This is an optimization exercise on Yosys and OpenROAD, whose aim is small area, not a production implementation. RTL that was checked went through simulation tests only; none was proved equivalent to the original. The RTL of run 6 was laid out without a check of its function. Power figures rest on the tool's default switching activity, not on a simulated workload.

[design.v]
package rv_regfile_pkg;
  localparam int DEF_DATA_W = 32;
  localparam int DEF_DEPTH  = 32;
  localparam int REG_ZERO   = 0;
  function automatic int calc_aw(input int depth);
    if (depth < 2) calc_aw = 1;
    else calc_aw = $clog2(depth);
  endfunction
endpackage
module regfile_sb_pend
#(
  parameter int DEPTH = rv_regfile_pkg::DEF_DEPTH,
  parameter int AW    = rv_regfile_pkg::calc_aw(DEPTH)
) (
  input  logic             clk,
  input  logic             reset,
  input  logic [DEPTH-1:1] setr,
  input  logic [DEPTH-1:1] clr_n,
  input  logic [DEPTH-1:1] wen,
  input  logic             iss_valid,
  input  logic [AW-1:0]    iss_addr,
  input  logic [AW-1:0]    wr_addr,
  output logic [DEPTH-1:1] pend_n,
  output logic [AW:0]      pend_cnt
);
  localparam int CW = AW + 1;
  logic             inc, dec, hit_w;
  logic [CW-1:0]    cnt_nxt;
  for (genvar r = 1; r < DEPTH; r++) begin : g_pend
    always_ff @(posedge clk)
      pend_n[r] <= (pend_n[r] || wen[r]) && !setr[r];
  end
  regfile_sb_ao31 u_inc (.d(pend_n), .s(setr), .y(inc));
  regfile_sb_oa31 u_hit (.dn(pend_n), .sn(clr_n), .y(hit_w));
  always_comb begin
    dec     = hit_w && !(iss_valid && (iss_addr == wr_addr));
    cnt_nxt = pend_cnt + CW'(inc) - CW'(dec);
  end
  always_ff @(posedge clk) begin
    if (reset)
      pend_cnt <= '0;
    else
      pend_cnt <= cnt_nxt;
  end
endmodule
module regfile_sb
#(
  parameter  int DATA_W = rv_regfile_pkg::DEF_DATA_W,
  parameter  int DEPTH  = rv_regfile_pkg::DEF_DEPTH,
  parameter  int NUM_RD = 2,
  localparam int AW     = rv_regfile_pkg::calc_aw(DEPTH)
) (
  input  logic                     clk,
  input  logic                     reset,
  input  logic                     we,
  input  logic [AW-1:0]            wr_addr,
  input  logic [DATA_W-1:0]        wr_data,
  input  logic [NUM_RD*AW-1:0]     rd_addr,
  output logic [NUM_RD*DATA_W-1:0] rd_data,
  output logic [NUM_RD-1:0]        rd_busy,
  input  logic                     iss_valid,
  input  logic [AW-1:0]            iss_addr,
  output logic [AW:0]              pend_cnt,
  output logic                     all_clear
);
  logic [DEPTH-1:1][DATA_W-1:0] mem_n;
  logic [DEPTH-1:1]             pend_n;
  logic [DEPTH-1:1]             setr, clr_n, wen;
  logic [AW:0]                  cnt_q;
  logic [DATA_W-1:0]            wd_n;
  always_comb begin
    for (int r = 1; r < DEPTH; r++) begin
      setr[r]  = !reset && iss_valid && (iss_addr == AW'(r));
      clr_n[r] = !(we && (wr_addr == AW'(r)));
      wen[r]   = reset || !clr_n[r];
    end
  end
  regfile_sb_pend #(.DEPTH(DEPTH), .AW(AW)) u_pend (
    .clk       (clk),
    .reset     (reset),
    .setr      (setr),
    .clr_n     (clr_n),
    .wen       (wen),
    .iss_valid (iss_valid),
    .iss_addr  (iss_addr),
    .wr_addr   (wr_addr),
    .pend_n    (pend_n),
    .pend_cnt  (cnt_q)
  );
  assign wd_n = ~wr_data | {DATA_W{reset}};
  for (genvar r = 1; r < DEPTH; r++) begin : g_reg
    always_ff @(posedge clk) begin
      if (wen[r])
        mem_n[r] <= wd_n;
    end
  end
  assign pend_cnt  = reset ? '0 : cnt_q;
  assign all_clear = (pend_cnt == '0);
  for (genvar i = 0; i < NUM_RD; i++) begin : g_rd
    logic [AW-1:0]    a;
    logic [DEPTH-1:1] sel_n;
    assign a = rd_addr[i*AW +: AW];
    always_comb begin
      for (int r = 1; r < DEPTH; r++)
        sel_n[r] = reset || (a != AW'(r));
    end
    for (genvar k = 0; k <= DATA_W; k++) begin : g_bit
      logic [DEPTH-1:1] col;
      logic             y;
      for (genvar r = 1; r < DEPTH; r++) begin : g_col
        if (k < DATA_W) begin : g_d
          assign col[r] = mem_n[r][k];
        end else begin : g_b
          assign col[r] = pend_n[r];
        end
      end
      regfile_sb_oa31 u_oa (.dn(col), .sn(sel_n), .y(y));
      if (k < DATA_W) begin : g_od
        assign rd_data[i*DATA_W + k] = y;
      end else begin : g_ob
        assign rd_busy[i] = y;
      end
    end
  end
endmodule
module regfile_sb_oa31 (
  input  logic [30:0] dn,
  input  logic [30:0] sn,
  output logic        y
);
  logic [15:0] t;
  logic [7:0]  u;
  logic [1:0]  v;
  for (genvar g = 0; g < 15; g++) begin : g_oai
    regfile_sb_oai22 u_g (
      .a1(dn[2*g]),   .a2(sn[2*g]),
      .b1(dn[2*g+1]), .b2(sn[2*g+1]),
      .y (t[g])
    );
  end
  regfile_sb_nor2 u_t15 (.a(dn[30]), .b(sn[30]), .y(t[15]));
  regfile_sb_or16 u_y (.t(t), .y(y));
endmodule
module regfile_sb_oai22 (
  input  logic a1, a2, b1, b2,
  output logic y
);
  assign y = !((a1 || a2) && (b1 || b2));
endmodule
module regfile_sb_nor2 (
  input  logic a, b,
  output logic y
);
  assign y = !(a || b);
endmodule
module regfile_sb_nand4 (
  input  logic a, b, c, d,
  output logic y
);
  assign y = !(a && b && c && d);
endmodule
module regfile_sb_or2 (
  input  logic a, b,
  output logic y
);
  assign y = a || b;
endmodule
module regfile_sb_or16 (
  input  logic [15:0] t,
  output logic        y
);
  assign y = |t;
endmodule
module regfile_sb_ao31 (
  input  logic [30:0] d,
  input  logic [30:0] s,
  output logic        y
);
  logic [10:0] n;
  logic [2:0]  o;
  for (genvar g = 0; g < 10; g++) begin : g_aoi
    regfile_sb_aoi222 u_g (
      .a1(d[3*g]),   .a2(s[3*g]),
      .b1(d[3*g+1]), .b2(s[3*g+1]),
      .c1(d[3*g+2]), .c2(s[3*g+2]),
      .y (n[g])
    );
  end
  regfile_sb_nand2 u_n30 (.a(d[30]), .b(s[30]), .y(n[10]));
  regfile_sb_nand4 u_o0 (.a(n[0]), .b(n[1]), .c(n[2]),  .d(n[3]), .y(o[0]));
  regfile_sb_nand4 u_o1 (.a(n[4]), .b(n[5]), .c(n[6]),  .d(n[7]), .y(o[1]));
  regfile_sb_nand3 u_o2 (.a(n[8]), .b(n[9]), .c(n[10]), .y(o[2]));
  regfile_sb_or3   u_y  (.a(o[0]), .b(o[1]), .c(o[2]),  .y(y));
endmodule
module regfile_sb_aoi222 (
  input  logic a1, a2, b1, b2, c1, c2,
  output logic y
);
  assign y = !((a1 && a2) || (b1 && b2) || (c1 && c2));
endmodule
module regfile_sb_nand2 (
  input  logic a, b,
  output logic y
);
  assign y = !(a && b);
endmodule
module regfile_sb_nand3 (
  input  logic a, b, c,
  output logic y
);
  assign y = !(a && b && c);
endmodule
module regfile_sb_or3 (
  input  logic a, b, c,
  output logic y
);
  assign y = a || b || c;
endmodule
[flow/run.sh]
#!/bin/bash
set -e
export CTS_ARGS="-sink_clustering_enable -repair_clock_nets -dont_use_dummy_load -buf_list {sky130_fd_sc_hd__clkbuf_16} -sink_clustering_size 25 -sink_clustering_max_diameter 150"
export BUFFER_PORTS_ARGS="-buffer_cell sky130_fd_sc_hd__buf_1"
bash standard.sh > standard.log 2>&1
[constraint.sdc]
create_clock -name core_clock -period 4.7 [get_ports {clk}]
set_input_delay 0.9400 -clock core_clock [delete_from_list [all_inputs] [get_ports {clk}]]
set_output_delay 0.9400 -clock core_clock [all_outputs]
set_load 0.01 [all_outputs]
[config.mk]
export PLATFORM = sky130hd
export DESIGN_NAME = regfile_sb
export DESIGN_NICKNAME = regfile_sb
export VERILOG_FILES = /design/flow/design.v
export SDC_FILE = /design/flow/constraint.sdc
export NUM_CORES = 4
export LEC_CHECK = 0
export CAP_MARGIN = 20
export CORE_MARGIN = 2
export CORE_UTILIZATION = 50
export SETUP_SLACK_MARGIN = 0.25
export SLEW_MARGIN = 20
export SYNTH_HIERARCHICAL = 1
export SYNTH_MINIMUM_KEEP_SIZE = 0
[standard.sh]
#!/bin/bash
# synth_recipe.tcl (not shown) runs the flow's synth.tcl, then flattens the netlist and writes it again
# the make line also repeats each setting of config.mk as NAME=value (left out here)
make -C /OpenROAD-flow-scripts/flow DESIGN_CONFIG=/design/flow/config.mk WORK_HOME=/design/flow/orfs CLKGATE_MAP_FILE= SYNTH_SCRIPT=/design/flow/synth_recipe.tcl "${@:-finish}"
==> results of run 1 <==
-- critical path, cell delays in order --
cell and delay [ps]:
clkbuf_4 310, and4bb_2 360, nand2_2 100, buf_6 430
o22ai_1 170, nor4_1 620, nand4_1 270, buf_4 200
buf_1 110
-- Yosys stat by module (local to each module, per instance), a selection --
module | times used | flops+latches | cell area, sq um
regfile_sb_nand2 | 1 | 0 | 3.75
regfile_sb_oai22 | 1005 | 0 | 6.26
regfile_sb | 1 | 992 | 31900
regfile_sb_aoi222 | 10 | 0 | 10.0
regfile_sb_or3 | 1 | 0 | 6.26
regfile_sb_nand4 | 2 | 0 | 6.26
regfile_sb_nor2 | 67 | 0 | 3.75
regfile_sb_or16 | 67 | 0 | 31.3
regfile_sb_nand3 | 1 | 0 | 5.00
-- power groups by stage --
stage	sequential, uW	clock [uW]	combinational, uW
2_1_floorplan	11400	0	804
3_3_place_gp	11500	0	1320
3_5_place_dp	11500	0	1340
4_1_cts	11300	4540	1340
5_1_grt	11400	4810	1440
6_report	11300	4530	1400
-- flip-flops by register name, summed over array words and instances (netlist names) --
signal	flops
u_pend.pend_n	31
mem_n	992
u_pend.pend_cnt	6
-- synth_stat cells (14+ instances only) --
cell type / n
nand2b_1: 36
nand2_1: 96
nor2b_1: 14
nor3_1: 14
o22ai_1: 1005
a21o_1: 34
edfxtp_1: 992
dfxtp_1: 37
nor4_1: 278
nand4_1: 70
clkbuf_1: 31
buf_4: 66
nor2_1: 135
-- logic make-up after synthesis --
| family | Yosys count | synth area share |
|---|---|---|
| adders and majority gates | 7 | 0.00227 |
| xor gates and xnor gates | 9 | 0.00188 |
| buffers and inverters | 114 | 0.0168 |
| and+or+nand+nor | 686 | 0.0915 |
| DFF | 1029 | 0.728 |
| AOI/OAI and AO/OA | 1056 | 0.159 |
-- worst paths after layout --
check | depth (start not counted) | slack, ps | from | endpoint
setup / recovery | 9 | 220 | reset | rd_data[58]
setup reg to reg | 12 | 1660 | u_pend.pend_n[18] | u_pend.pend_cnt[4]
hold reg to reg | 2 | 540 | u_pend.pend_n[28] | u_pend.pend_n[28]
hold / removal | 2 | 540 | u_pend.pend_n[28] | u_pend.pend_n[28]
-- layer usage --
layer / global-route usage / vias up / part of all wire / wire length (microns)
met5: 0 / - / 0 / 0
met4: 0.179 / 0 / 0.063 / 10300
met3: 0.124 / 662 / 0.16 / 26800
met2: 0.541 / 3279 / 0.42 / 69000
met1: 0.500 / 16390 / 0.35 / 58200
li1: - / 13108 / - / -
-- cell type report --
| class | count | share of cell area |
|---|---|---|
| multi-input cells | 1758 | 0.238 |
| clock buffers | 47 | 0.0252 |
| flip-flops and latches | 1029 | 0.654 |
| inverters | 8 | 0.000643 |
| repair buffers | 319 | 0.0538 |
| well taps | 1080 | 0.0289 |
-- stage by stage --
stage / hold slack, ps / TNS (ps)
3_3_place_gp: 512 / -223
2_1_floorplan: 483 / 0
6_report: 536 / 0
5_1_grt: 555 / 0
4_1_cts: 531 / 0
3_5_place_dp: 519 / 0
-- layout by cell type (no fill, tap or decap), types with 13 or more instances in the layout --
cell type	n
buf_12	46
nand2_1	34
a21o_2	31
nor2_1	135
o22ai_1	1005
nor3_1	14
nand2b_1	23
buf_4	141
nand2_2	58
buf_1	127
dfxtp_1	37
nand2b_2	13
nand4_1	70
edfxtp_1	992
clkbuf_16	47
nor4_2	17
nor4_1	260
-- timing repair --
item | CTS | global route
setup endpoints to repair | 63 | 26
gates resized for setup | 15 | 18
pin swaps | 1 | 0
hold buffers | 0 | 0
==> reports/metrics.cfg, run 1 <==
[placement]
dpl_cell_area_sq_um=45300
place_congestion=0.928
io_buffers=128
place_hpwl_mm=99.7
dp_slack_ps=4.50
dp_cells=4193

[floorplan]
num_io_pins=129
fp.dieH_microns=294
core_area_sq_um=83300
rows=106
die_w_microns=294
die-area_sq_um=86200
start_util=0.503

[pwr]
swShare=0.241
finalPower_uw=17300
cellLeakagePower_uw=0.0154
p_sw_uw=4150
p_per_area_nw_per_um2=369
seq_power_share=0.656
ir_drop_uv=277
cell_internal_pwr_uw=13100
clock_power_share=0.263
p_comb_frac=0.081

[clocking]
numCtsBuffers=47
cts_buffer_depth=3
clock_sinks=1029
post_cts_buffers=0
cts_tree=yes
clk_latency_ps=650
clk_pin_slew_ps=100
htree_levels=2
cts_root_buffer=clkbuf_16

[setup_path]
critPathRequiredTime_ps=3760
cp_max_fo=33
worstPathArrival_ps=3540
crit_path_start_kind=input port
worstSetupPathType=input port to primary output
worstSetupEndpointType=primary output

[worst_hold_path]
hp-class=register to register

[synthesis]
synth_top_area_frac=0.710
synthFlopType=edfxtp_1
synth_nets=2964
ys_top_cells_by_area=edfxtp_1 (71%), o22ai_1 (15%), nor4_1 (4.1%)
synth.cell_area_sq_um=41900
ys_seq_area_frac=0.728
ys_ff_latch=1029
yosysWarnings=8
yosys.area.top_type=edfxtp_1
synth_edf_count=992
synthCells=2901
synth_area_per_cell_sq_um=14.5
synth_cell_types=41
async_reset_ff_frac=0

[final_layout]
seq_area_sq_um=30500
diodes=0
fin_cells=4241
syn2layout_area_growth_pct=11.4
num-nets-final=3226
nFillCells=6629
stdcell_area_sq_um=46700
drive_above_1_share=0.124
fin_util=0.561
multi_input_area_sq_um=11100

[route]
drt_iter0_drc=6019
routedWlPerCell_microns=38.7
drt_wl_total_mm=164
route.detailed.drc=0
vias=33439
viasPerCell=7.88
dr.pass1.iters=6
final_antenna_net_count=0

[global_routing]
grt_pass1_wl_mm=226
grtUsageTotal=0.371
grt-ovfl-total=0
grt_max_degree=34
grt_pass1_vias=32029
grt_antenna_before_repair=1

[timing]
max_freq_ghz=0.223
finalHoldViolCount=0
fin_crit_ps=4480
finalSetupViolCount=0
tightest_slew_ps=1240
setup_ws_ps=222
slew_headroom=0.172
post-route-period-util=0.953
finClkSkew_ps=53.9
finalMaxSlewViolations=0
rsz0062_at_grt=no

[job]
cap_viol_max_count=0

[run_status]
status=timing/DRC/antenna clean

==> run 2: changes to the inputs <==
--- a/config.mk
+++ b/config.mk
@@ -8,5 +8,5 @@
 export CAP_MARGIN = 20
 export CORE_MARGIN = 2
-export CORE_UTILIZATION = 50
+export CORE_UTILIZATION = 55
 export SETUP_SLACK_MARGIN = 0.25
 export SLEW_MARGIN = 20
==> run 2 against run 1 <==
  * Die area down 9.0%
  * Final area fell by 0.29%
  * Maximum frequency shrank 0.36%
  * Sequential power is essentially flat
  * Clock-buffer cell count is the same
  * Power hardly changed
  * Sequential share of layout area rose by 0.19 points
  * Combinational power hardly changed
  * First-iteration DRC count down 7.5%
  * Flip-flop and latch count stayed put
  * Final cell count shrank 2.3%
  * Highest routed layer unchanged
==> reports/metrics.cfg, run 2 <==
[timing]
tightest_slew_ps=1160  ; -80.2 ps
finalSetupViolCount=0  ; unchanged
finalHoldViolCount=0  ; unchanged
finClkSkew_ps=59.2  ; +5.33 ps
tns_ps=0  ; unchanged
finalMaxSlewViolations=0  ; unchanged
rsz0062_at_grt=yes
slew_headroom=0.225  ; +0.0535
fin_crit_ps=4490  ; +16.4 ps
max_freq_ghz=0.222  ; -0.36%
post-route-period-util=0.956  ; +0.00349

[setup_path]
worstPathArrival_ps=3550  ; about the same
cp_max_fo=20  ; -39%
crit_path_start=reset
rr_endpoint=u_pend.pend_cnt[4]
critical_path.cell_chain=clkbuf_4 -> buf_4 -> and4bb_2 -> nand2_2 -> buf_12 -> o22ai_1 -> nor4_1 -> nand4_1 -> buf_1
crit_path_top_delay_cell=nor4_1
r2r_start=u_pend.pend_n[13]
crit_path_start_kind=input port
reg2reg_depth=12  ; unchanged
critPathRequiredTime_ps=3760  ; about the same
worstSetupPathType=input port to primary output
rrSetupSlack_ps=1580  ; -80 ps
worstSetupEndpointType=primary output
worst_path_largest_cell_delay_ps=530  ; -90 ps

[final_layout]
nFillCells=5731  ; -14%
seq_area_sq_um=30500  ; unchanged
drive_above_1_share=0.119  ; -0.00426
reg.largest.list=mem_n (992), u_pend.pend_n (31), u_pend.pend_cnt (6)
syn2layout_area_growth_pct=11.1
largest-register=mem_n
largest_register_ffs=992  ; unchanged
fin_util=0.615  ; +0.0545
mostFrequentLayoutCell=o22ai_1
mostFrequentLayoutCells=o22ai_1 (1005), edfxtp_1 (992), nor4_1 (272)
multi_input_area_sq_um=11000  ; -1.0%
num-nets-final=3230  ; +0.12%

[global_routing]
grtUsageTotal=0.425  ; +0.0544
grt_antenna_before_repair=1  ; unchanged
grt_pass1_vias=31800  ; -0.71%
grt-ovfl-total=0  ; unchanged
grt_pass1_wl_mm=231  ; +2.2%
grt_max_degree=69  ; +100%

[synthesis]
async_reset_ff_frac=0  ; unchanged
ys_seq_area_frac=0.728  ; unchanged
synth_area_per_cell_sq_um=14.5  ; unchanged
ys_ff_latch=1029  ; unchanged
synth_nets=2964  ; unchanged
yosysWarnings=8  ; unchanged
ys_top_cells_by_area=edfxtp_1 (71%), o22ai_1 (15%), nor4_1 (4.1%)
yosys.area.top_type=edfxtp_1
synthCells=2901  ; unchanged
synthFlopType=edfxtp_1
synth_top_area_frac=0.710  ; unchanged
synth_cell_types=41  ; unchanged
synth.cell_area_sq_um=41900  ; unchanged
synth_common_cells=o22ai_1 (1005), edfxtp_1 (992), nor4_1 (278), nor2_1 (135), nand2_1 (96)
synth.most_common_cell=o22ai_1
synth_edf_count=992  ; unchanged

[route]
routedWlPerCell_microns=40.8  ; +5.4%
vias=33591  ; +0.45%
final_antenna_net_count=0  ; unchanged
drt_wl_total_mm=169  ; +3.0%
dr.pass1.iters=8  ; +2
viasPerCell=8.10  ; +2.8%
route.detailed.drc=0  ; unchanged
drt_iter0_drc=5570  ; -7.5%

[clocking]
numCtsBuffers=47  ; unchanged
hold_buffers=0  ; unchanged
htree_levels=2  ; unchanged
post_cts_buffers=0  ; unchanged
cts_tree=yes
clk_latency_ps=620  ; -30 ps
cts_buffer_depth=3  ; unchanged
clock_sinks=1029  ; unchanged
clk_pin_slew_ps=100  ; about the same
cts_root_buffer=clkbuf_16

[floorplan]
core_area_sq_um=75700  ; -9.1%
num_io_pins=129  ; unchanged
start_util=0.554  ; +0.0505
rows=101  ; -4.7%
die-area_sq_um=78500  ; -9.0%
fp.dieH_microns=280  ; -4.6%
die_w_microns=280  ; -4.6%

[worst_hold_path]
hp-class=register to register
whs_path_depth=2  ; unchanged
min_from=u_pend.pend_n[31]
hold_end=u_pend.pend_n[31]

[pwr]
p_per_area_nw_per_um2=371  ; +0.33%
cell_internal_pwr_uw=13100  ; about the same
p_comb_frac=0.082  ; about the same
clock_power_share=0.262  ; about the same
seq_power_share=0.656  ; about the same
ir_drop_uv=312  ; +13%
cellLeakagePower_uw=0.0154  ; about the same
p_sw_uw=4150  ; +0.13%
swShare=0.241  ; about the same

[placement]
io_buffers=128  ; unchanged
place_congestion=0.971  ; +4.6%
place_hpwl_mm=102  ; +2.7%

[run_status]
status=timing/DRC/antenna clean

[job]
cap_viol_max_count=0  ; unchanged

-- run 2: final cells by class --
class,instances,share of cell area
flip-flops and latches,1029,0.656
multi-input cells,1758,0.236
repair buffers,323,0.0561
well taps,978,0.0263
clock buffers,47,0.0253
inverters,8,0.000645
diodes,2,0.000107
-- run 2: kinds of logic (layout without fill, tap and decap cells) --
group,after synthesis,after routing,synth area share
DFF,1029,1029,0.728
buffers and inverters,114,378,0.0168
AOI/OAI and AO/OA,1056,1056,0.159
other,0,2,0
xor gates and xnor gates,9,9,0.00188
adders and majority gates,7,7,0.00227
and+or+nand+nor,686,686,0.0915
-- run 2: what timing repair did --
action,CTS,global route
pin swaps,0,1
cloned,0,0
resized for setup,7,8
setup endpoints to repair,57,26
-- run 2: power by group through the flow --
stage	Combinational (uW)	Clock, uW	Sequential [uW]
global placement	1340	0	11500
CTS	1370	4510	11300
floorplan	804	0	11400
global route	1460	4800	11400
detailed placement	1360	0	11500
finish	1420	4510	11300
-- run 2: stage by stage --
step | cell area, sq um | hold WS, ps | setup slack, ps | cells | total power (uW)
2_1_floorplan | 41900 | 483 | 783 | 2901 | 12200
3_3_place_gp | 45300 | 520 | 103 | 4096 | 12800
3_5_place_dp | 45300 | 526 | 40.8 | 4096 | 12900
4_1_cts | 46500 | 539 | 259 | 4143 | 17200
5_1_grt | 46600 | 569 | 240 | 4143 | 17700
6_report | 46600 | 539 | 206 | 4145 | 17300
-- run 2: worst max path at each step --
| stage | cells past startpoint | slack [ps] | endpoint |
|---|---|---|---|
| after global routing | 10 | 240 | rd_data[44] |
| after global placement | 8 | 100 | rd_data[63] |
| final | 9 | 210 | rd_data[31] |
| after detailed placement | 8 | 40 | rd_data[63] |
| after CTS | 9 | 260 | rd_data[11] |
| after floorplan | 16 | 780 | u_pend.pend_cnt[4] |
-- run 2: Yosys stat by module (local to each module, per instance), a selection --
module	flops+latches	times used	area [sq um]
regfile_sb_nand3	0	1	5.00
regfile_sb_oai22	0	1005	6.26
regfile_sb_or3	0	1	6.26
regfile_sb_nor2	0	67	3.75
regfile_sb_aoi222	0	10	10.0
regfile_sb_or16	0	67	31.3
regfile_sb_nand2	0	1	3.75
regfile_sb	992	1	31900
regfile_sb_nand4	0	2	6.26
-- run 2: routing by layer --
layer / track usage / wire length [microns] / up-vias
met4: 0.276 / 13600 / 0
met5: 0 / 0 / -
met1: 0.528 / 55700 / 16354
li1: - / - / 13108
met2: 0.651 / 74500 / 3258
met3: 0.126 / 25300 / 871
-- run 2: critical path: cells and delay by family --
kind,cells,cell delay [ps]
AND/OR/NAND/NOR,4,1430
buffers and inverters,4,1000
AO/OA/AOI/OAI,1,140
==> run 3: changes to the inputs <==
==> flow/run.sh (replaced) <==
#!/bin/bash
set -e
export CTS_ARGS="-sink_clustering_enable -repair_clock_nets -dont_use_dummy_load -buf_list {sky130_fd_sc_hd__clkbuf_8} -sink_clustering_size 14 -sink_clustering_max_diameter 120"
export BUFFER_PORTS_ARGS="-buffer_cell sky130_fd_sc_hd__buf_2"
bash standard.sh > standard.log 2>&1
--- a/config.mk
+++ b/config.mk
@@ -8,6 +8,6 @@
 export CAP_MARGIN = 20
 export CORE_MARGIN = 2
-export CORE_UTILIZATION = 55
-export SETUP_SLACK_MARGIN = 0.25
+export CORE_UTILIZATION = 50
+export SETUP_SLACK_MARGIN = 0.1
 export SLEW_MARGIN = 20
 export SYNTH_HIERARCHICAL = 1
==> run 3 against run 2 <==
  * Synthesized area is the same
  * Clock power is 1% lower
  * First-iteration DRC count grew 8.3%
  * Critical path type unchanged
==> reports/metrics.cfg, run 3 <==
[floorplan]
fp.dieH_microns=294  ; +4.8%
die-area_sq_um=86200  ; +9.9%
start_util=0.503  ; -0.0505
rows=106  ; +5.0%
core_area_sq_um=83300  ; +10%
num_io_pins=129  ; unchanged
die_w_microns=294  ; +4.8%

[synthesis]
synthFlopType=edfxtp_1
synth_top_area_frac=0.710  ; unchanged
yosys.area.top_type=edfxtp_1
synth_mux_area_frac=0  ; unchanged
synthCells=2901  ; unchanged
ys_seq_area_frac=0.728  ; unchanged
synth.cell_area_sq_um=41900  ; unchanged
synth_fa_ha_area_frac=0.00227  ; unchanged
async_reset_ff_frac=0  ; unchanged
synth_edf_count=992  ; unchanged
ys_ff_latch=1029  ; unchanged
synth_cell_types=41  ; unchanged
synth_top_family_by_area=compound AO/OA/AOI/OAI gates
synth-compound-area-share=0.159  ; unchanged
synth_area_per_cell_sq_um=14.5  ; unchanged
synth.most_common_cell=o22ai_1
ys_top_cells_by_area=edfxtp_1 (71%), o22ai_1 (15%), nor4_1 (4.1%)
synth_nets=2964  ; unchanged
synth-xor-area-share=0.00188  ; unchanged
yosys.area_share.simple=0.0915  ; unchanged
synth_common_cells=o22ai_1 (1005), edfxtp_1 (992), nor4_1 (278), nor2_1 (135), nand2_1 (96)
yosysWarnings=8  ; unchanged

[final_layout]
drive_above_1_share=0.174  ; +0.0547
reg.largest.list=mem_n (992), u_pend.pend_n (31), u_pend.pend_cnt (6)
syn2layout_area_growth_pct=12.1
num-nets-final=3275  ; +1.4%
mostFrequentLayoutCell=o22ai_1
mostFrequentLayoutCells=o22ai_1 (1005), edfxtp_1 (992), nor4_1 (264)
fin_util=0.564  ; -0.0509
largest_register_ffs=992  ; unchanged
largest-register=mem_n

[global_routing]
grt_pass1_wl_mm=229  ; -0.87%
grt_antenna_before_repair=4  ; +3
grt-ovfl-total=0  ; unchanged
grtUsageTotal=0.379  ; -0.0461
grt_pass1_vias=31878  ; +0.25%
grt_max_degree=34  ; -51%

[job]
cap_viol_max_count=0  ; unchanged

[timing]
slew_headroom=0.203  ; -0.0228
post-route-period-util=0.982  ; +0.0262
rsz0062_at_grt=yes
finalSetupViolCount=0  ; unchanged
finalHoldViolCount=0  ; unchanged
finClkSkew_ps=41.0  ; -18.2 ps
fin_crit_ps=4620  ; +123 ps
hold_ws_ps=527  ; -12.1 ps
max_freq_ghz=0.217  ; -2.7%
finalMaxSlewViolations=0  ; unchanged
tightest_slew_ps=1200  ; +34.3 ps

[placement]
io_buffers=128  ; unchanged
place_hpwl_mm=101  ; -1.4%
place_congestion=0.941  ; -3.1%

[setup_path]
critPathRequiredTime_ps=3760  ; about the same
cp_max_fo=26  ; +30%
crit_path_start_kind=input port
worstSetupPathType=input port to primary output
worstSetupEndpointType=primary output
worstPathArrival_ps=3680  ; +130 ps

[route]
vias=33431  ; -0.48%
route.detailed.drc=0  ; unchanged
dr.pass1.iters=6  ; -2
final_antenna_net_count=0  ; unchanged
drt_iter0_drc=6033  ; +8.3%
drt_wl_total_mm=167  ; -1.4%
viasPerCell=7.79  ; -3.9%
routedWlPerCell_microns=38.9  ; -4.8%

[pwr]
cellLeakagePower_uw=0.0159  ; +3.2%
ir_drop_uv=265  ; -15%
finalPower_uw=17200  ; -0.32%
p_per_area_nw_per_um2=366  ; -1.2%

[clocking]
clk_latency_ps=710  ; +90 ps
cts_buffer_depth=3  ; unchanged
numCtsBuffers=83  ; +77%
htree_levels=3  ; +1
clk_pin_slew_ps=110  ; about the same
clock_sinks=1029  ; unchanged
cts_tree=yes
cts_root_buffer=clkbuf_8
post_cts_buffers=0  ; unchanged

[run_status]
status=timing/DRC/antenna clean

[worst_hold_path]
hp-class=register to register

run 3: cell counts after synthesis:
No cell type changed its count.
run 3: worst max-delay path, stage by stage:
cell	delay (ps)
buf_4	310
and4bb_2	340
nand2_2	630
o22ai_1	190
nor4_1	810
nand4_1	220
buf_2	200
run 3: cell families (layout without fill, tap and decap cells):
family | Yosys count | after routing
compound gates | 1056 | 1056
xor+xnor | 9 | 9
fa+ha+maj | 7 | 7
buf+inv | 114 | 423
flops | 1029 | 1029
other cells | 0 | 2
simple gates | 686 | 686
run 3: metrics by stage:
step	area [sq um]	std cells	setup WS [ps]	setup TNS, ps
floorplan	41900	2901	783	0
global placement	45700	4207	8.43	0
detailed placement	45700	4207	-54.7	-249
CTS	46900	4290	106	0
global route	47000	4291	78.2	0
finish	47000	4292	82.6	0
run 3: layer usage:
metal | up-vias | global-route usage | wire length [microns]
li1 | 13174 | - | -
met1 | 16392 | 0.510 | 59300
met2 | 3224 | 0.546 | 70400
met3 | 637 | 0.137 | 27800
met4 | 4 | 0.183 | 9220
met5 | - | 0.00567 | 132
run 3: cell type report:
class / instances / area (sq um)
fill: 6564 / 36300
multi-input combinational: 1758 / 11100
timing repair buffer: 332 / 2880
clock buffer: 83 / 1140
sequential: 1029 / 30500
tap: 1080 / 1350
antenna: 2 / 5.00
inverter: 8 / 30.0
run 3: Yosys stat by module (local to each module, per instance), excerpt:
| module | cells inside | flops+latches |
|---|---|---|
| regfile_sb_nand3 | 1 | 0 |
| regfile_sb_nand4 | 1 | 0 |
| regfile_sb_or16 | 5 | 0 |
| regfile_sb_oai22 | 1 | 0 |
| regfile_sb_nand2 | 1 | 0 |
| regfile_sb_nor2 | 1 | 0 |
| regfile_sb_or3 | 1 | 0 |
| regfile_sb | 1339 | 992 |
| regfile_sb_aoi222 | 1 | 0 |
run 3: path summary, 6_finish.rpt:
kind / startpoint / end / slack (ps) / depth (start not counted)
worst max-delay path: reset / rd_data[50] / 80 / 7
worst min-delay path: u_pend.pend_n[19] / u_pend.pend_n[19] / 530 / 2
worst max register to register: u_pend.pend_n[22] / u_pend.pend_cnt[4] / 1560 / 12
worst min register to register: u_pend.pend_n[19] / u_pend.pend_n[19] / 530 / 2
run 3: timing repair:
| item | in CTS | in global routing |
|---|---|---|
| endpoints found under the setup margin | 26 | 19 |
| hold buffers | 0 | 0 |
| gates cloned | 0 | 0 |
| gates resized for setup | 2 | 17 |
run 3: where the power goes:
| group | leakage [uW] | total (uW) | switching (uW) | internal, uW |
|---|---|---|---|---|
| sequential | 0.0102 | 11300 | 401 | 10900 |
| combinational | 0.00515 | 1440 | 1010 | 424 |
| clock | 0.000597 | 4450 | 2870 | 1580 |
==> run 4: changes to the inputs <==
==> run.sh (new file) <==
#!/bin/bash
# synth_recipe.tcl (not shown) runs the flow's synth.tcl, then flattens the netlist and writes it again
# the make line also repeats each setting of config.mk as NAME=value (left out here)
make -C /OpenROAD-flow-scripts/flow DESIGN_CONFIG=/design/flow/config.mk WORK_HOME=/design/flow/orfs CLKGATE_MAP_FILE= SYNTH_SCRIPT=/design/flow/synth_recipe.tcl finish
--- a/config.mk
+++ b/config.mk
@@ -8,6 +8,9 @@
 export CAP_MARGIN = 20
 export CORE_MARGIN = 2
-export CORE_UTILIZATION = 50
-export SETUP_SLACK_MARGIN = 0.1
+export CORE_UTILIZATION = 40
+export CTS_BUF_LIST = sky130_fd_sc_hd__clkbuf_16
+export CTS_CLUSTER_DIAMETER = 150
+export CTS_CLUSTER_SIZE = 25
+export SETUP_SLACK_MARGIN = 0.2
 export SLEW_MARGIN = 20
 export SYNTH_HIERARCHICAL = 1
removed: flow/run.sh
removed: standard.sh
==> run 4 against run 3 <==
  * Clock power is 4% higher
  * Critical path depth is 2 higher
  * Sequential power hardly changed
  * Synthesized cell count stayed put
  * Die area is 25% higher
  * Via count is 0.50% higher
  * Global-route usage is 7.5 points lower
  * Clock-buffer cell count is 36 lower
  * Synthesized area stayed put
  * Critical path type unchanged
  * Register-to-register slack better by 200 ps
==> reports/metrics.cfg, run 4 <==
[run_status]
status=timing/DRC/antenna clean

[pwr]
cellLeakagePower_uw=0.0172  ; +8.0%
seq_power_share=0.641  ; -0.017
p_sw_uw=4260  ; -0.38%
ir_drop_uv=309  ; +16%
cell_internal_pwr_uw=13400  ; +3.5%
swShare=0.242  ; -0.00706
finalPower_uw=17600  ; +2.5%
p_per_area_nw_per_um2=349  ; -4.7%
clock_power_share=0.264  ; +0.005
p_comb_frac=0.096  ; +0.013

[route]
drt_iter0_drc=5666  ; -6.1%
vias=33598  ; +0.50%
routedWlPerCell_microns=35.7  ; -8.3%
drt_wl_total_mm=168  ; +0.67%
route.detailed.drc=0  ; unchanged
final_antenna_net_count=0  ; unchanged
viasPerCell=7.13  ; -8.4%
dr.pass1.iters=6  ; unchanged

[timing]
finalSetupViolCount=0  ; unchanged
tns_ps=0  ; unchanged
setup_ws_ps=223  ; +141 ps
finClkSkew_ps=26.6  ; -14.3 ps
tightest_slew_ps=1160  ; -39.9 ps
fin_crit_ps=4480  ; -141 ps
finalHoldViolCount=0  ; unchanged
hold_ws_ps=539  ; +12.2 ps
slew_headroom=0.229  ; +0.0266
max_freq_ghz=0.223  ; +3.1%
rsz0062_at_grt=no
post-route-period-util=0.952  ; -0.0299
finalMaxSlewViolations=0  ; unchanged

[synthesis]
synth_common_cells=o22ai_1 (1005), edfxtp_1 (992), nor4_1 (278), nor2_1 (135), nand2_1 (96)
synthFlopType=edfxtp_1
yosys.area.top_type=edfxtp_1
synth_top_area_frac=0.710  ; unchanged
yosysWarnings=8  ; unchanged
ys_top_cells_by_area=edfxtp_1 (71%), o22ai_1 (15%), nor4_1 (4.1%)
synth_nets=2964  ; unchanged
async_reset_ff_frac=0  ; unchanged
ys_ff_latch=1029  ; unchanged
synth.most_common_cell=o22ai_1
synth.cell_area_sq_um=41900  ; unchanged
synth_area_per_cell_sq_um=14.5  ; unchanged
ys_seq_area_frac=0.728  ; unchanged
synthCells=2901  ; unchanged
synth_cell_types=41  ; unchanged
synth_edf_count=992  ; unchanged

[global_routing]
grt_pass1_vias=31944  ; +0.21%
grt-ovfl-total=0  ; unchanged
grtUsageTotal=0.303  ; -0.0755
grt_antenna_before_repair=0  ; -4
grt_pass1_wl_mm=232  ; +1.2%
grt_max_degree=38  ; +12%

[clocking]
cts_tree=yes
clk_pin_slew_ps=100  ; about the same
clk_latency_ps=650  ; -60 ps
clock_sinks=1029  ; unchanged
cts_root_buffer=clkbuf_16
htree_levels=2  ; -1
hold_buffers=0  ; unchanged
cts_buffer_depth=3  ; unchanged
numCtsBuffers=47  ; -43%

[worst_hold_path]
hp-class=register to register
min_from=u_pend.pend_n[29]
whs_path_depth=2  ; unchanged
hold_end=u_pend.pend_n[29]

[setup_path]
cp_top_family=simple AND/OR/NAND/NOR gates
rrSetupSlack_ps=1760  ; +200 ps
reg2reg_depth=13  ; +1
rr_endpoint=u_pend.pend_cnt[4]
worstPathArrival_ps=3540  ; -140 ps
crit_path_start=rd_addr[2]
crit_buf_inv=4  ; +2
critPathRequiredTime_ps=3760  ; about the same
worst_path_largest_cell_delay_ps=510  ; -300 ps
r2r_start=u_pend.pend_n[26]
cp_max_fo=19  ; -27%
worstSetupEndpointType=primary output
crit_path_start_kind=input port
critical_path.cell_chain=clkdlybuf4s15_2 -> and4bb_2 -> nand2_2 -> buf_12 -> o22ai_1 -> nor4_1 -> nand4_1 -> buf_4 -> clkdlybuf4s50_1
crit_path_top_delay_cell=nor4_1
worstSetupPathType=input port to primary output

[floorplan]
die-area_sq_um=107000  ; +25%
fp.dieH_microns=328  ; +12%
start_util=0.404  ; -0.0994
core_area_sq_um=104000  ; +25%
num_io_pins=129  ; unchanged
rows=118  ; +11%
die_w_microns=328  ; +12%

[placement]
io_buffers=128  ; unchanged
place_hpwl_mm=107  ; +6.1%
place_congestion=0.963  ; +2.4%
dp_slack_ps=-473  ; -418 ps

[final_layout]
reg.largest.list=mem_n (992), u_pend.pend_n (31), u_pend.pend_cnt (6)
syn2layout_area_growth_pct=20.6
mostFrequentLayoutCells=o22ai_1 (1005), edfxtp_1 (992), nor4_1 (228)
num-nets-final=3383  ; +3.3%
largest-register=mem_n
mostFrequentLayoutCell=o22ai_1
drive_above_1_share=0.179  ; +0.00454
fin_util=0.487  ; -0.0772
largest_register_ffs=992  ; unchanged

[job]
cap_viol_max_count=0  ; unchanged

## run 4: worst min-delay path: stages, from the launching register on
cell,delay (ps)
dfxtp_1,370
nor2_1,100
nor2_1,40
## run 4: worst max path at each step
| stage | cells after the start | to |
|---|---|---|
| after global routing | 10 | rd_data[34] |
| after floorplan | 16 | u_pend.pend_cnt[4] |
| after detailed placement | 9 | rd_data[37] |
| after global placement | 10 | rd_data[23] |
| after CTS | 11 | rd_data[37] |
| final | 9 | rd_data[12] |
## run 4: cell type report
class	count	area [sq um]
fillers	8789	53200
well taps	1380	1730
clock buffers	47	1180
clock inverters	12	86.3
repair buffers	476	5620
inverters	8	30.0
flip-flops and latches	1029	30500
multi-input cells	1758	11400
diodes	1	2.50
## run 4: logic make-up (layout without fill, tap and decap cells)
| kind of cell | after synthesis | in the layout | synth area share |
|---|---|---|---|
| DFF | 1029 | 1029 | 0.728 |
| other | 0 | 1 | 0 |
| adders and majority gates | 7 | 7 | 0.00227 |
| xor gates and xnor gates | 9 | 9 | 0.00188 |
| and+or+nand+nor | 686 | 686 | 0.0915 |
| AOI/OAI and AO/OA | 1056 | 1056 | 0.159 |
| buffers and inverters | 114 | 543 | 0.0168 |
## run 4: layer usage
layer,wire (microns),global-route usage,share of wire,vias to the layer above
met5,0,0,0,-
met4,10300,0.156,0.061,0
met3,22600,0.0625,0.13,572
met2,74900,0.471,0.45,3025
met1,60100,0.404,0.36,16563
li1,-,-,-,13438
## run 4: Yosys stat by module, one instance, submodules excluded, a selection
| module | copies in the design | cells inside | flip-flops and latches | area [sq um] |
|---|---|---|---|---|
| regfile_sb | 1 | 1339 | 992 | 31900 |
| regfile_sb_or16 | 67 | 5 | 0 | 31.3 |
| regfile_sb_aoi222 | 10 | 1 | 0 | 10.0 |
| regfile_sb_oai22 | 1005 | 1 | 0 | 6.26 |
| regfile_sb_or3 | 1 | 1 | 0 | 6.26 |
| regfile_sb_nand3 | 1 | 1 | 0 | 5.00 |
| regfile_sb_nor2 | 67 | 1 | 0 | 3.75 |
| regfile_sb_nand2 | 1 | 1 | 0 | 3.75 |
## run 4: through the flow
| stage | instance area (sq um) | instances |
|---|---|---|
| global route | 50600 | 4710 |
| global placement | 48700 | 4642 |
| detailed placement | 48700 | 4642 |
| CTS | 50300 | 4704 |
| floorplan | 41900 | 2901 |
| finish | 50600 | 4711 |
## run 4: timing repair
| action | in CTS | in global routing |
|---|---|---|
| pin swaps | 9 | 3 |
| setup endpoints to repair | 66 | 34 |
| buffers inserted | 2 | 4 |
| resized for setup | 84 | 21 |
| cloned | 1 | 1 |
## run 4: power groups by stage
| stage | registers (uW) | logic (uW) | clock network [uW] |
|---|---|---|---|
| 6_report | 11300 | 1690 | 4650 |
| 5_1_grt | 11400 | 1750 | 4960 |
| 4_1_cts | 11300 | 1650 | 4650 |
| 3_5_place_dp | 11500 | 1630 | 0 |
| 3_3_place_gp | 11500 | 1620 | 0 |
| 2_1_floorplan | 11400 | 804 | 0 |
==> run 5: changes to the inputs <==
--- a/design.v
+++ b/design.v
@@ -69,10 +69,14 @@
   logic [AW:0]                  cnt_q;
   logic [DATA_W-1:0]            wd_n;
+  logic                         rst_n;
   always_comb begin
     for (int r = 1; r < DEPTH; r++) begin
       setr[r]  = !reset && iss_valid && (iss_addr == AW'(r));
       clr_n[r] = !(we && (wr_addr == AW'(r)));
-      wen[r]   = reset || !clr_n[r];
-    end
+    end
+  end
+  regfile_sb_inv u_rst_n (.a(reset), .y(rst_n));
+  for (genvar r = 1; r < DEPTH; r++) begin : g_wen
+    regfile_sb_nand2 u_wen (.a(clr_n[r]), .b(rst_n), .y(wen[r]));
   end
   regfile_sb_pend #(.DEPTH(DEPTH), .AW(AW)) u_pend (
@@ -88,5 +92,7 @@
     .pend_cnt  (cnt_q)
   );
-  assign wd_n = ~wr_data | {DATA_W{reset}};
+  for (genvar k = 0; k < DATA_W; k++) begin : g_wd
+    regfile_sb_nand2 u_wd (.a(wr_data[k]), .b(rst_n), .y(wd_n[k]));
+  end
   for (genvar r = 1; r < DEPTH; r++) begin : g_reg
     always_ff @(posedge clk) begin
@@ -217,2 +223,8 @@
   assign y = a || b || c;
 endmodule
+module regfile_sb_inv (
+  input  logic a,
+  output logic y
+);
+  assign y = !a;
+endmodule
==> flow/run.sh (new file) <==
#!/bin/bash
set -e
export CTS_ARGS="-sink_clustering_enable -repair_clock_nets -dont_use_dummy_load -buf_list {sky130_fd_sc_hd__clkbuf_16} -sink_clustering_size 25 -sink_clustering_max_diameter 150"
export BUFFER_PORTS_ARGS="-buffer_cell sky130_fd_sc_hd__buf_1"
bash standard.sh > standard.log 2>&1
==> standard.sh (new file) <==
#!/bin/bash
# synth_recipe.tcl (not shown) runs the flow's synth.tcl, then flattens the netlist and writes it again
# the make line also repeats each setting of config.mk as NAME=value (left out here)
make -C /OpenROAD-flow-scripts/flow DESIGN_CONFIG=/design/flow/config.mk WORK_HOME=/design/flow/orfs CLKGATE_MAP_FILE= SYNTH_SCRIPT=/design/flow/synth_recipe.tcl "${@:-finish}"
--- a/config.mk
+++ b/config.mk
@@ -8,9 +8,6 @@
 export CAP_MARGIN = 20
 export CORE_MARGIN = 2
-export CORE_UTILIZATION = 40
-export CTS_BUF_LIST = sky130_fd_sc_hd__clkbuf_16
-export CTS_CLUSTER_DIAMETER = 150
-export CTS_CLUSTER_SIZE = 25
-export SETUP_SLACK_MARGIN = 0.2
+export CORE_UTILIZATION = 50
+export SETUP_SLACK_MARGIN = 0.25
 export SLEW_MARGIN = 20
 export SYNTH_HIERARCHICAL = 1
removed: run.sh
==> run 5 against run 4 <==
  * Critical endpoint is now rd_data[21]
  * Critical path type unchanged
  * Global-route usage is 6.9 points higher
  * Final cell count is 9.6% lower
  * Worst setup slack worse by 51 ps
  * Highest routed layer is now met5
  * Via count is 2.0% lower
  * Still clean
  * Final area is 7.8% lower
  * First-iteration DRC count is 12% lower
==> reports/metrics.cfg, run 5 <==
[worst_hold_path]
min_from=u_pend.pend_n[16]
hp-class=register to register

[synthesis]
synth_nets=2946  ; -0.61%
synthCells=2883  ; -0.62%
synth_top_area_frac=0.715  ; +0.00431
synth.cell_area_sq_um=41700  ; -0.60%
synth_edf_count=992  ; unchanged
yosys.area.top_type=edfxtp_1
synth_cell_types=41  ; unchanged
ys_ff_latch=1029  ; unchanged
ys_seq_area_frac=0.732  ; +0.00441
synth_common_cells=o22ai_1 (1005), edfxtp_1 (992), nor4_1 (278), nand2_1 (159), nor2_1 (135)
ys_top_cells_by_area=edfxtp_1 (71%), o22ai_1 (15%), nor4_1 (4.2%)
synthFlopType=edfxtp_1
async_reset_ff_frac=0  ; unchanged
yosysWarnings=8  ; unchanged
synth.most_common_cell=o22ai_1
synth_area_per_cell_sq_um=14.5  ; about the same

[route]
routedWlPerCell_microns=38.2  ; +7.2%
final_antenna_net_count=0  ; unchanged
dr.pass1.iters=7  ; +1
drt_iter0_drc=4961  ; -12%
vias=32913  ; -2.0%
drt_wl_total_mm=163  ; -3.1%
viasPerCell=7.73  ; +8.4%
route.detailed.drc=0  ; unchanged

[floorplan]
num_io_pins=129  ; unchanged
core_area_sq_um=82400  ; -21%
rows=105  ; -11%
start_util=0.506  ; +0.102
die_w_microns=293  ; -11%
fp.dieH_microns=293  ; -11%
die-area_sq_um=85700  ; -20%

[setup_path]
r2r_start=u_pend.pend_n[25]
critPathRequiredTime_ps=3760  ; about the same
worstPathArrival_ps=3590  ; +50 ps
cp_max_fo=14  ; -5
crit_path_start_kind=input port
crit_path_start=reset
worstSetupEndpointType=primary output
worstSetupPathType=input port to primary output

[timing]
finalHoldViolCount=0  ; unchanged
setup_ws_ps=173  ; -50.5 ps
finalSetupViolCount=0  ; unchanged
fin_crit_ps=4530  ; +50.5 ps
tightest_slew_ps=1030  ; -128 ps
finClkSkew_ps=69.0  ; +42.3 ps
tns_ps=0  ; unchanged
slew_headroom=0.313  ; +0.0834
max_freq_ghz=0.221  ; -1.1%
finalMaxSlewViolations=0  ; unchanged
rsz0062_at_grt=no
post-route-period-util=0.963  ; +0.0108

[clocking]
hold_buffers=0  ; unchanged
htree_levels=2  ; unchanged
cts_buffer_depth=3  ; unchanged
clk_pin_slew_ps=100  ; about the same
clock_sinks=1029  ; unchanged
clk_latency_ps=640  ; about the same
cts_tree=yes
numCtsBuffers=47  ; unchanged
cts_root_buffer=clkbuf_16

[final_layout]
num-nets-final=3250  ; -3.9%
reg.largest.list=mem_n (992), u_pend.pend_n (31), u_pend.pend_cnt (6)
drive_above_1_share=0.122  ; -0.0565
fin_cells=4258  ; -9.6%
syn2layout_area_growth_pct=11.8
stdcell_area_sq_um=46600  ; -7.8%
nFillCells=6546  ; -26%
mostFrequentLayoutCell=o22ai_1
largest_register_ffs=992  ; unchanged
largest-register=mem_n
mostFrequentLayoutCells=o22ai_1 (1005), edfxtp_1 (992), nor4_1 (275)

[placement]
dp_slack_ps=142  ; +615 ps
place_hpwl_mm=99.5  ; -7.2%
dp_cells=4208  ; -9.3%
io_buffers=128  ; unchanged
dpl_cell_area_sq_um=45300  ; -6.9%
place_congestion=0.926  ; -3.9%

[pwr]
p_per_area_nw_per_um2=368  ; +5.6%
cellLeakagePower_uw=0.0154  ; -10%
ir_drop_uv=398  ; +29%

[global_routing]
grt_pass1_vias=32030  ; +0.27%
grt-ovfl-total=0  ; unchanged
grt_max_degree=42  ; +11%
grtUsageTotal=0.373  ; +0.0693
grt_antenna_before_repair=5  ; +5
grt_pass1_wl_mm=226  ; -2.3%

[run_status]
status=timing/DRC/antenna clean

[job]
cap_viol_max_count=0  ; unchanged

run 5: changes by cell type after synthesis, sizes merged:
cell / previous run / this run
clkbuf: 31 / 15
nand2: 96 / 159
a21o: 34 / 3
nor4bb: 4 / 1
nand2b: 36 / 4
and4bb: 6 / 9
inv: 8 / 9
buf: 75 / 72
run 5: area by class of cell:
class	count	area [sq um]	share of cell area
well taps	1070	1340	0.0287
clock buffers	47	1180	0.0252
multi-input cells	1758	10800	0.233
diodes	3	7.51	0.000161
flip-flops and latches	1029	30500	0.655
inverters	9	35.0	0.000752
repair buffers	342	2680	0.0574
run 5: cell families after synthesis:
family          after synthesis  synth area share
flops                      1029             0.732
compound gates             1025             0.155
buf+inv                      96            0.0149
fa+ha+maj                     7           0.00228
xor+xnor                      9           0.00189
simple gates                717            0.0936
run 5: modules after synthesis, one instance, submodules excluded, excerpt:
module / area, sq um / cells / flops+latches / times used
regfile_sb: 31400 / 1257 / 992 / 1
regfile_sb_aoi222: 10.0 / 1 / 0 / 10
regfile_sb_inv: 3.75 / 1 / 0 / 1
regfile_sb_nand2: 3.75 / 1 / 0 / 64
regfile_sb_nand3: 5.00 / 1 / 0 / 1
regfile_sb_nand4: 6.26 / 1 / 0 / 2
regfile_sb_nor2: 3.75 / 1 / 0 / 67
regfile_sb_oai22: 6.26 / 1 / 0 / 1005
regfile_sb_or16: 31.3 / 5 / 0 / 67
regfile_sb_or3: 6.26 / 1 / 0 / 1
run 5: worst max-delay path, stage by stage:
cell,delay [ps]
buf_1,70
buf_4,170
buf_4,230
and4b_1,300
nand2_2,460
o22ai_1,200
nor4_1,530
nand4_1,430
buf_1,240
run 5: metrics by stage:
| stage | hold WS [ps] | util | total power [uW] |
|---|---|---|---|
| final | 543 | 0.566 | 17200 |
| after global routing | 563 | 0.566 | 17600 |
| after CTS | 539 | 0.565 | 17100 |
| after detailed placement | 523 | 0.550 | 12800 |
| after global placement | 521 | 0.550 | 12700 |
| after floorplan | 483 | - | 12200 |
run 5: path summary, 6_finish.rpt:
check | end | slack [ps] | depth (start not counted)
max | rd_data[21] | 170 | 9
min | u_pend.pend_n[16] | 540 | 2
max reg2reg | u_pend.pend_cnt[4] | 1590 | 13
min reg2reg | u_pend.pend_n[16] | 540 | 2
run 5: routing by layer:
metal	wire, microns	vias up	global-route usage
li1	-	13114	-
met1	57100	16180	0.482
met2	72600	2917	0.578
met3	21700	700	0.0851
met4	11400	2	0.222
met5	14	-	0
run 5: report_power, final:
group / internal, uW / switching [uW]
Combinational: 369 / 977
Sequential: 10900 / 404
Clock: 1790 / 2710
run 5: what timing repair did:
item                                    CTS  global route
gates cloned                              0             0
setup buffers                             0             0
endpoints found under the setup margin   12            26
resized for setup                         4            11
==> run 6: changes to the inputs <==
--- a/design.v
+++ b/design.v
@@ -66,8 +66,8 @@
   logic [DEPTH-1:1][DATA_W-1:0] mem_n;
   logic [DEPTH-1:1]             pend_n;
-  logic [DEPTH-1:1]             setr, clr_n, wen;
+  logic [DEPTH-1:1]             setr, clr_n;
+  logic [1:0][DEPTH-1:1]        wen;
   logic [AW:0]                  cnt_q;
   logic [DATA_W-1:0]            wd_n;
-  logic                         rst_n;
   always_comb begin
     for (int r = 1; r < DEPTH; r++) begin
@@ -76,7 +76,6 @@
     end
   end
-  regfile_sb_inv u_rst_n (.a(reset), .y(rst_n));
-  for (genvar r = 1; r < DEPTH; r++) begin : g_wen
-    regfile_sb_nand2 u_wen (.a(clr_n[r]), .b(rst_n), .y(wen[r]));
+  for (genvar h = 0; h < 2; h++) begin : g_wen
+    regfile_sb_wen #(.DEPTH(DEPTH)) u_wen (.clr_n(clr_n), .reset(reset), .wen(wen[h]));
   end
   regfile_sb_pend #(.DEPTH(DEPTH), .AW(AW)) u_pend (
@@ -85,5 +84,5 @@
     .setr      (setr),
     .clr_n     (clr_n),
-    .wen       (wen),
+    .wen       (wen[1]),
     .iss_valid (iss_valid),
     .iss_addr  (iss_addr),
@@ -92,11 +91,11 @@
     .pend_cnt  (cnt_q)
   );
-  for (genvar k = 0; k < DATA_W; k++) begin : g_wd
-    regfile_sb_nand2 u_wd (.a(wr_data[k]), .b(rst_n), .y(wd_n[k]));
-  end
+  assign wd_n = ~wr_data | {DATA_W{reset}};
   for (genvar r = 1; r < DEPTH; r++) begin : g_reg
     always_ff @(posedge clk) begin
-      if (wen[r])
-        mem_n[r] <= wd_n;
+      if (wen[0][r])
+        mem_n[r][DATA_W/2-1:0] <= wd_n[DATA_W/2-1:0];
+      if (wen[1][r])
+        mem_n[r][DATA_W-1:DATA_W/2] <= wd_n[DATA_W-1:DATA_W/2];
     end
   end
@@ -105,9 +104,8 @@
   for (genvar i = 0; i < NUM_RD; i++) begin : g_rd
     logic [AW-1:0]    a;
-    logic [DEPTH-1:1] sel_n;
+    logic [1:0][DEPTH-1:1] sel_n;
     assign a = rd_addr[i*AW +: AW];
-    always_comb begin
-      for (int r = 1; r < DEPTH; r++)
-        sel_n[r] = reset || (a != AW'(r));
+    for (genvar h = 0; h < 2; h++) begin : g_sel
+      regfile_sb_rdec #(.DEPTH(DEPTH), .AW(AW)) u_dec (.a(a), .reset(reset), .sel_n(sel_n[h]));
     end
     for (genvar k = 0; k <= DATA_W; k++) begin : g_bit
@@ -121,5 +119,5 @@
         end
       end
-      regfile_sb_oa31 u_oa (.dn(col), .sn(sel_n), .y(y));
+      regfile_sb_oa31 u_oa (.dn(col), .sn(sel_n[k >= DATA_W/2]), .y(y));
       if (k < DATA_W) begin : g_od
         assign rd_data[i*DATA_W + k] = y;
@@ -223,8 +221,26 @@
   assign y = a || b || c;
 endmodule
-module regfile_sb_inv (
-  input  logic a,
-  output logic y
-);
-  assign y = !a;
-endmodule
+module regfile_sb_rdec
+#(
+  parameter int DEPTH = rv_regfile_pkg::DEF_DEPTH,
+  parameter int AW    = rv_regfile_pkg::calc_aw(DEPTH)
+) (
+  input  logic [AW-1:0]    a,
+  input  logic             reset,
+  output logic [DEPTH-1:1] sel_n
+);
+  always_comb begin
+    for (int r = 1; r < DEPTH; r++)
+      sel_n[r] = reset || (a != AW'(r));
+  end
+endmodule
+module regfile_sb_wen
+#(
+  parameter int DEPTH = rv_regfile_pkg::DEF_DEPTH
+) (
+  input  logic [DEPTH-1:1] clr_n,
+  input  logic             reset,
+  output logic [DEPTH-1:1] wen
+);
+  assign wen = ~clr_n | {(DEPTH-1){reset}};
+endmodule
==> flow/run.sh (replaced) <==
#!/bin/bash
set -e
export CTS_ARGS="-sink_clustering_enable -repair_clock_nets -dont_use_dummy_load -buf_list {sky130_fd_sc_hd__clkbuf_16} -sink_clustering_size 25 -sink_clustering_max_diameter 150"
export GPL_KEEP_OVERFLOW=0
export BUFFER_PORTS_ARGS="-buffer_cell sky130_fd_sc_hd__buf_2"
bash standard.sh > standard.log 2>&1
--- a/config.mk
+++ b/config.mk
@@ -8,6 +8,6 @@
 export CAP_MARGIN = 20
 export CORE_MARGIN = 2
-export CORE_UTILIZATION = 50
-export SETUP_SLACK_MARGIN = 0.25
+export CORE_UTILIZATION = 40
+export SETUP_SLACK_MARGIN = 0.3
 export SLEW_MARGIN = 20
 export SYNTH_HIERARCHICAL = 1
==> run 6 against run 5 <==
  * Non-clock buffer count fell by 205
  * Final cell count rose by 5.6%
  * Flip-flop and latch count did not move
  * Largest power group unchanged
  * Clock power about the same
==> reports/metrics.cfg, run 6 <==
[synthesis]
synth_cell_types=42  ; +2.4%
synth_top_area_frac=0.699  ; -0.0160
synth_area_per_cell_sq_um=14.2  ; -2.1%
ys_top_cells_by_area=edfxtp_1 (70%), o22ai_1 (15%), nor4_1 (4.1%)
async_reset_ff_frac=0  ; unchanged
synth_edf_count=992  ; unchanged
synth_nets=3076  ; +4.4%
yosysWarnings=9  ; +1
synth_fa_ha_area_frac=0.00223  ; -0.0000511
synth_common_cells=o22ai_1 (1005), edfxtp_1 (992), nor4_1 (280), nand2_1 (158), nor2_1 (137)
synth_top_family_by_area=compound AO/OA/AOI/OAI gates
ys_ff_latch=1029  ; unchanged
synth.cell_area_sq_um=42600  ; +2.3%
synth-xor-area-share=0.00185  ; -0.0000423
ys_seq_area_frac=0.716  ; -0.0164
synthCells=3013  ; +4.5%
yosys.area.top_type=edfxtp_1
synth-compound-area-share=0.151  ; -0.00347
synth.most_common_cell=o22ai_1
synthFlopType=edfxtp_1
synth_mux_area_frac=0  ; unchanged
yosys.area_share.simple=0.112  ; +0.0187

[setup_path]
critPathRequiredTime_ps=3760  ; about the same
rr_endpoint=u_pend.pend_cnt[4]
crit_path_start_kind=input port
worstSetupEndpointType=primary output
worstPathArrival_ps=3560  ; -30 ps
rrSetupSlack_ps=1690  ; +100 ps
r2r_start=u_pend.pend_n[9]
reg2reg_depth=13  ; unchanged
cp_max_fo=17  ; +3
worstSetupPathType=input port to primary output

[floorplan]
fp.dieH_microns=330  ; +13%
start_util=0.404  ; -0.102
core_area_sq_um=106000  ; +28%
num_io_pins=129  ; unchanged
die_w_microns=330  ; +13%
rows=119  ; +13%
die-area_sq_um=109000  ; +27%

[route]
final_antenna_net_count=0  ; unchanged
dr.pass1.iters=8  ; +1
drt_wl_total_mm=157  ; -3.4%
routedWlPerCell_microns=35.0  ; -8.5%
vias=32353  ; -1.7%
route.detailed.drc=0  ; unchanged
viasPerCell=7.19  ; -6.9%
drt_iter0_drc=5628  ; +13%

[placement]
place_congestion=0.925  ; about the same
dp_cells=4436  ; +5.4%
place_hpwl_mm=96.4  ; -3.2%
dpl_cell_area_sq_um=44600  ; -1.5%
io_buffers=128  ; unchanged

[pwr]
cellLeakagePower_uw=0.0159  ; +3.3%
p_per_area_nw_per_um2=363  ; -1.5%
ir_drop_uv=310  ; -22%

[final_layout]
largest_register_ffs=992  ; unchanged
syn2layout_area_growth_pct=12.0
nFillCells=9267  ; +42%
drive_above_1_share=0.179  ; +0.0568
num-nets-final=3161  ; -2.7%
largest-register=mem_n
stdcell_area_sq_um=47700  ; +2.4%
fin_util=0.452  ; -0.114
mostFrequentLayoutCell=o22ai_1
mostFrequentLayoutCells=o22ai_1 (1005), edfxtp_1 (992), nor4_1 (159)
reg.largest.list=mem_n (992), u_pend.pend_n (31), u_pend.pend_cnt (6)
fin_cells=4497  ; +5.6%

[timing]
finalMaxSlewViolations=0  ; unchanged
hold_ws_ps=548  ; +4.24 ps
max_freq_ghz=0.222  ; +0.56%
tns_ps=0  ; unchanged
fin_crit_ps=4500  ; -25.1 ps
finalHoldViolCount=0  ; unchanged
slew_headroom=0.198  ; -0.114
rsz0062_at_grt=yes
finClkSkew_ps=31.2  ; -37.8 ps
tightest_slew_ps=1200  ; +174 ps
post-route-period-util=0.958  ; -0.00534
finalSetupViolCount=0  ; unchanged

[clocking]
clk_latency_ps=650  ; about the same
hold_buffers=0  ; unchanged
cts_buffer_depth=3  ; unchanged
cts_tree=yes
htree_levels=2  ; unchanged
numCtsBuffers=47  ; unchanged
clock_sinks=1029  ; unchanged
clk_pin_slew_ps=100  ; about the same
cts_root_buffer=clkbuf_16

[global_routing]
grt_pass1_vias=29934  ; -6.5%
grt_max_degree=62  ; +48%
grt_antenna_before_repair=14  ; +9
grtUsageTotal=0.279  ; -0.0941
grt-ovfl-total=0  ; unchanged
grt_pass1_wl_mm=218  ; -3.7%

[run_status]
status=timing/DRC/antenna clean

[job]
cap_viol_max_count=0  ; unchanged

[worst_hold_path]
min_from=u_pend.pend_n[26]
whs_path_depth=2  ; unchanged
hp-class=register to register
hold_end=u_pend.pend_n[26]

==> run 6: cell types whose count changed after synthesis, moves of 4 or more <==
cell      change
and4b_2       +4
nand2b_1     +94
buf_2         +5
and4bb_2      +7
clkbuf_1     +11
nor4b_2       +4
nor4b_4       +4
==> run 6: area by class of cell <==
type / instances / area, sq um / area share
multi-input cells: 1875 / 13400 / 0.281
well taps: 1391 / 1740 / 0.0365
flip-flops and latches: 1029 / 30500 / 0.640
inverters: 8 / 30.0 / 0.000629
clock buffers: 47 / 1180 / 0.0246
repair buffers: 137 / 811 / 0.0170
diodes: 10 / 25.0 / 0.000524
==> run 6: repair_timing <==
item	4_1_cts	5_1_grt
pin swaps	4	9
buffers inserted	0	2
endpoints found under the setup margin	66	54
endpoints found under the hold margin	0	0
gates cloned	1	1
gates resized for setup	299	61
==> run 6: power breakdown <==
part	leakage [uW]	switching, uW	internal, uW	total, uW
Clock	0.000579	2710	1790	4500
Sequential	0.0102	397	10900	11300
Combinational	0.00522	1080	418	1500
Total	0.0159	4190	13100	17300
==> run 6: critical path, cell delays in order <==
cell	delay [ps]
buf_2	510
and4bb_2	460
nand2_8	230
o22ai_1	130
nor4_2	550
nand4_1	430
buf_2	270
==> run 6: cell families after synthesis <==
logic type,after synthesis
flops,1029
compound gates,1025
simple gates,834
buf+inv,109
xor+xnor,9
fa+ha+maj,7
==> run 6: stage by stage <==
stage               total power, uW  worst slack (ps)
finish                        17300               198
global route                  17800               190
CTS                           17300               257
detailed placement            12900              -822
global placement              12800             -2020
floorplan                     12200               902
==> run 6: Yosys stat by module, one instance, submodules excluded, excerpt <==
module,copies in the design,flip-flops and latches
regfile_sb,1,992
regfile_sb_aoi222,10,0
regfile_sb_nand2,1,0
regfile_sb_nand3,1,0
regfile_sb_nand4,2,0
regfile_sb_nor2,67,0
regfile_sb_oai22,1005,0
regfile_sb_or16,67,0
regfile_sb_or3,1,0
==> run 6: worst max-delay path by stage <==
stage	depth (start not counted)	startpoint	end	slack, ps
after floorplan	16	iss_addr[4]	u_pend.pend_cnt[4]	900
after global placement	7	reset	rd_data[25]	-2020
after detailed placement	8	reset	rd_data[21]	-820
after CTS	8	reset	rd_data[21]	260
after global routing	7	rd_addr[2]	rd_data[21]	190
final	7	rd_addr[2]	rd_data[16]	200
==> run 6: routing by layer <==
metal,GRT usage,wire [microns],vias up
met4,0.118,7950,2
met5,0.00565,78,-
met2,0.440,71900,2624
li1,-,-,13087
met1,0.374,57500,16225
met3,0.0589,19900,415

## port drivers added, routing unchanged
The results above use ideal ports. As a check the final layouts listed here were re-extracted and re-timed, cells and wires unchanged. Step 1, drivers: a clkbuf_16 drives clk and a buf_2 each remaining input, both assumed. Step 2 times the ports against the registers' clock, not the clock port: input delays grow and output delays shrink by t, the midpoint of the rising clock arrivals with the driver on. a / b / c = no drivers / after step 1 / after step 2; a / b = the first two.
run	t, ns	setup slack, ns	worst data-port slew with drivers (ns)	cell pins on the clock port's net
run 1	0.700	0.222 / 0.195 / 0.120	0.04	1
run 2	0.674	0.206 / 0.178 / 0.178	0.05	1
run 3	0.768	0.083 / 0.059 / 0.059	0.04	1
run 4	0.710	0.223 / 0.182 / 0.104	0.05	1
run 5	0.674	0.173 / 0.152 / 0.152	0.10	1
run 6	0.689	0.198 / 0.174 / 0.084	0.14	1
After both steps setup and hold are still met in every run listed. The setup slack of run 4, which loses most, moves by -0.041 ns with the drivers and by -0.119 ns with both steps.
